This design comes from an exercise in tuning for small area, a short achievable clock period and few clock cycles per item on the open sky130 flow, not from production work.
In this exercise RTL edits were held to simulation tests only and were not proved equivalent to the original.

==> flow/design.v (excerpt) <==
module polar_decoder
(
    input  wire                  clk,
    input  wire                  rst_n,
    input  wire                  module_en,
    input  wire  [192-1:0]  rdata,
    output logic [11-1:0]  raddr,
    output logic [6-1:0]  waddr,
    output logic [16-1:0]  wdata,
    output logic                 wen,
    output logic                 proc_done
);
    polar_pkg::msg_t  message;
    logic [4:0]       a_k;
    logic             llr_cycle;
    logic             a_right;
    logic             b_right;
    frame_sequencer u_seq (
        .clk       (clk),
        .rst_n     (rst_n),
        .module_en (module_en),
        .rdata     (rdata),
        .raddr     (raddr),
        .llr_cycle (llr_cycle),
        .a_k       (a_k),
        .a_right   (a_right),
        .b_right   (b_right),
        .message   (message),
        .waddr     (waddr),
        .wdata     (wdata),
        .wen       (wen),
        .proc_done (proc_done)
    );
    sc_controller u_ctrl (
        .clk       (clk),
        .rdata     (rdata),
        .llr_cycle (llr_cycle),
        .a_k       (a_k),
        .a_right   (a_right),
        .b_right   (b_right),
        .message   (message)
    );
endmodule
clock: 10.0 ns
lec_check: 0
abc_area: 1
cap_margin: 20
core_margin: 2
core_utilization: 62
place_density: 0.8
setup_slack_margin: 4.0
slew_margin: 20
tns_end_percent: 100
run.sh (not shown) runs the stock make flow with config.mk's settings and CLKGATE_MAP_FILE= SYNTH_SCRIPT=/design/flow/synth_recipe.tcl, a recipe that flattens the netlist after the stock synthesis.
The baseline went through all stages and came out clean.
Testbench counts at the start, summed over its fixed seeds: cycles 2,238, packets 760.
==> next run, changes <==
- ABC_AREA: 1 -> default
- CORE_UTILIZATION: 62 -> 55
- PLACE_DENSITY: 0.8 -> 0.75
What happened:
- core utilization drops by 2.7 points
- global-route usage drops by 4.4 points
- critical path depth drops by 3
- final cell count drops by roughly a tenth
- wire length drops slightly
- via count drops by a little under a tenth
- flip-flop and latch count stays the same
- die area climbs by roughly a tenth
==> next run, changes <==
- ABC_AREA: default -> 1
- CORE_UTILIZATION: 55 -> 50
- PLACE_DENSITY: 0.75 -> 0.7
Outcome:
- final cell count goes up by 18%
- sequential cell count is unchanged
- global-route usage goes down by 2.9 points
- synthesized cell count goes up by 24%
- clock skew goes up by 0.017 ns

---

north:
polar_decoder again, from the RTL that the note above started with.
Design polar_decoder, start of the top module:
module polar_decoder
(
    input  wire                  clk,
    input  wire                  rst_n,
    input  wire                  module_en,
    input  wire  [192-1:0]  rdata,
    output logic [11-1:0]  raddr,
    output logic [6-1:0]  waddr,
    output logic [16-1:0]  wdata,
    output logic                 wen,
    output logic                 proc_done
);
    polar_pkg::msg_t  message;
    logic [4:0]       a_k;
    logic             llr_cycle;
    logic             a_right;
    logic             b_right;
    frame_sequencer u_seq (
        .clk       (clk),
        .rst_n     (rst_n),
        .module_en (module_en),
        .rdata     (rdata),
        .raddr     (raddr),
        .llr_cycle (llr_cycle),
        .a_k       (a_k),
        .a_right   (a_right),
        .b_right   (b_right),
        .message   (message),
        .waddr     (waddr),
        .wdata     (wdata),
        .wen       (wen),
        .proc_done (proc_done)
    );
    sc_controller u_ctrl (
        .clk       (clk),
        .rdata     (rdata),
        .llr_cycle (llr_cycle),
        .a_k       (a_k),
        .a_right   (a_right),
        .b_right   (b_right),
        .message   (message)
    );
endmodule
clock: 10.0 ns
lec_check: 0
abc_area: 1
cap_margin: 10
core_margin: 2
core_utilization: 55
place_density: 0.8
setup_slack_margin: 4.0
slew_margin: 10
tns_end_percent: 100
Testbench counts of north, summed over its fixed seeds: cycles 2,238, packets 760.
Modified inputs, south compared to north
# north
export LEC_CHECK = 0
export ABC_AREA = 1
export CAP_MARGIN = 10
export CORE_MARGIN = 2
export CORE_UTILIZATION = 55
export PLACE_DENSITY = 0.8
export SETUP_SLACK_MARGIN = 4.0
export SLEW_MARGIN = 10
export TNS_END_PERCENT = 100
create_clock -name core_clock -period 10.0 [get_ports {clk}]
# south
export LEC_CHECK = 0
export ABC_AREA = 1
export CAP_MARGIN = 10
export CORE_MARGIN = 2
export CORE_UTILIZATION = 55
export PLACE_DENSITY = 0.75
export SETUP_SLACK_MARGIN = 4.25
export SLEW_MARGIN = 10
export TNS_END_PERCENT = 100
create_clock -name core_clock -period 10.0 [get_ports {clk}]
--- outcome ---
south: PASS, flow complete, no timing, DRC or antenna violations. north was smaller in final cell area than south. On HPWL after detailed placement, south does worse than north. south vs north: first-iteration detailed-routing DRC count up in south.
What east does differently from south at the input level:
# south
export LEC_CHECK = 0
export ABC_AREA = 1
export CAP_MARGIN = 10
export CORE_MARGIN = 2
export CORE_UTILIZATION = 55
export PLACE_DENSITY = 0.75
export SETUP_SLACK_MARGIN = 4.25
export SLEW_MARGIN = 10
export TNS_END_PERCENT = 100
create_clock -name core_clock -period 10.0 [get_ports {clk}]
# east
export LEC_CHECK = 0
export ABC_AREA = 1
export CAP_MARGIN = 20
export CORE_MARGIN = 2
export CORE_UTILIZATION = 55
export GPL_ROUTABILITY_DRIVEN = 0
export PLACE_DENSITY = 0.75
export SETUP_SLACK_MARGIN = 4.0
export SLEW_MARGIN = 20
export TNS_END_PERCENT = 100
create_clock -name core_clock -period 10.0 [get_ports {clk}]
==> comparison <==
- Between south and east, maximum cell stage delay along the critical path is higher for east, south comes in under that.
- Side by side, clock distribution area overhead in the final layout turned out higher in east than in south.
- Wire length: east lower than south
Modified inputs, west compared to east
# east
export LEC_CHECK = 0
export ABC_AREA = 1
export CAP_MARGIN = 20
export CORE_MARGIN = 2
export CORE_UTILIZATION = 55
export GPL_ROUTABILITY_DRIVEN = 0
export PLACE_DENSITY = 0.75
export SETUP_SLACK_MARGIN = 4.0
export SLEW_MARGIN = 20
export TNS_END_PERCENT = 100
create_clock -name core_clock -period 10.0 [get_ports {clk}]
# west
export LEC_CHECK = 0
export ABC_AREA = 1
export CAP_MARGIN = 20
export CORE_MARGIN = 2
export CORE_UTILIZATION = 55
export PLACE_DENSITY = 0.75
export SETUP_SLACK_MARGIN = 4.0
export SLEW_MARGIN = 20
export TNS_END_PERCENT = 100
create_clock -name core_clock -period 10.0 [get_ports {clk}]
[summary]
- Delta (west minus east): final core area utilization increased 0.62 points; final HPWL from detailed placement increased 4.4%.
Relative to west, the following input files were edited for middle:
# west
export LEC_CHECK = 0
export ABC_AREA = 1
export CAP_MARGIN = 20
export CORE_MARGIN = 2
export CORE_UTILIZATION = 55
export PLACE_DENSITY = 0.75
export SETUP_SLACK_MARGIN = 4.0
export SLEW_MARGIN = 20
export TNS_END_PERCENT = 100
create_clock -name core_clock -period 10.0 [get_ports {clk}]
# middle
export LEC_CHECK = 0
export ABC_AREA = 1
export CAP_MARGIN = 20
export CORE_MARGIN = 2
export CORE_UTILIZATION = 55
export SETUP_SLACK_MARGIN = 4.5
export SLEW_MARGIN = 20
export TNS_END_PERCENT = 100
create_clock -name core_clock -period 10.0 [get_ports {clk}]
==> comparison <==
middle completed every stage of the flow, and the final layout passed the timing, design-rule and antenna checks.
Via count: middle vs west up 3.1%
Compared with west, in middle via count of the first global-routing pass +1158; global-route wire length before repair saw an increase.
| detailed-routing wirelength on met1 | middle vs west | about 6% higher |
Largest net degree at the start of global routing (west / middle): 0.844
Non-clock inverter total of the final layout of west is on par with middle.
Compared with west, middle shows a layout overhead on the synthesized area that is 7.6 points higher.

==> afterwards: timing with drivers on the ports <==
In the flow no input, the clock included, has a driving cell. The finished layouts below were timed again as built, in two steps.
Step 1 sets driving cells, clkbuf_16 on the clock port and buf_2 on the other inputs (assumed; they add their load-dependent delay and slew).
Step 2 also shifts input and output timing later by t, the mid clock arrival at the registers, as if the neighbouring blocks saw the same clock.
Slacks: ideal / step 1 / step 2; pairs: ideal / step 1.
run | t (ns) | slack for setup (ns) | hold slack, ns | clock arrival spread, ns | worst data-port slew with drivers (ns)
the first run of note 1 | 0.734 | 4.036 / 4.036 / 3.695 | 0.311 / 0.311 / 0.311 | 0.037 / 0.038 | 0.12
the second run of note 1 | 0.740 | 2.343 / 2.343 / 2.343 | 0.311 / 0.311 / 0.311 | 0.032 / 0.032 | 0.10
the third run of note 1 | 0.730 | 4.131 / 4.131 / 3.747 | 0.315 / 0.315 / 0.315 | 0.050 / 0.049 | 0.12
north | 0.729 | 4.101 / 4.101 / 3.671 | 0.302 / 0.302 / 0.302 | 0.032 / 0.032 | 0.11
south | 0.744 | 4.179 / 4.179 / 3.938 | 0.318 / 0.318 / 0.318 | 0.037 / 0.037 | 0.10
east | 0.738 | 3.942 / 3.942 / 3.683 | 0.315 / 0.315 / 0.315 | 0.043 / 0.043 | 0.07
west | 0.739 | 4.143 / 4.143 / 3.764 | 0.318 / 0.318 / 0.318 | 0.034 / 0.034 | 0.08
middle | 0.742 | 4.169 / 4.169 / 4.125 | 0.308 / 0.308 / 0.308 | 0.039 / 0.040 | 0.12
After both steps setup and hold are still met in every run listed. For north, which loses most, drivers alone change the setup slack by 0.000 ns; drivers and shift together by -0.430 ns.
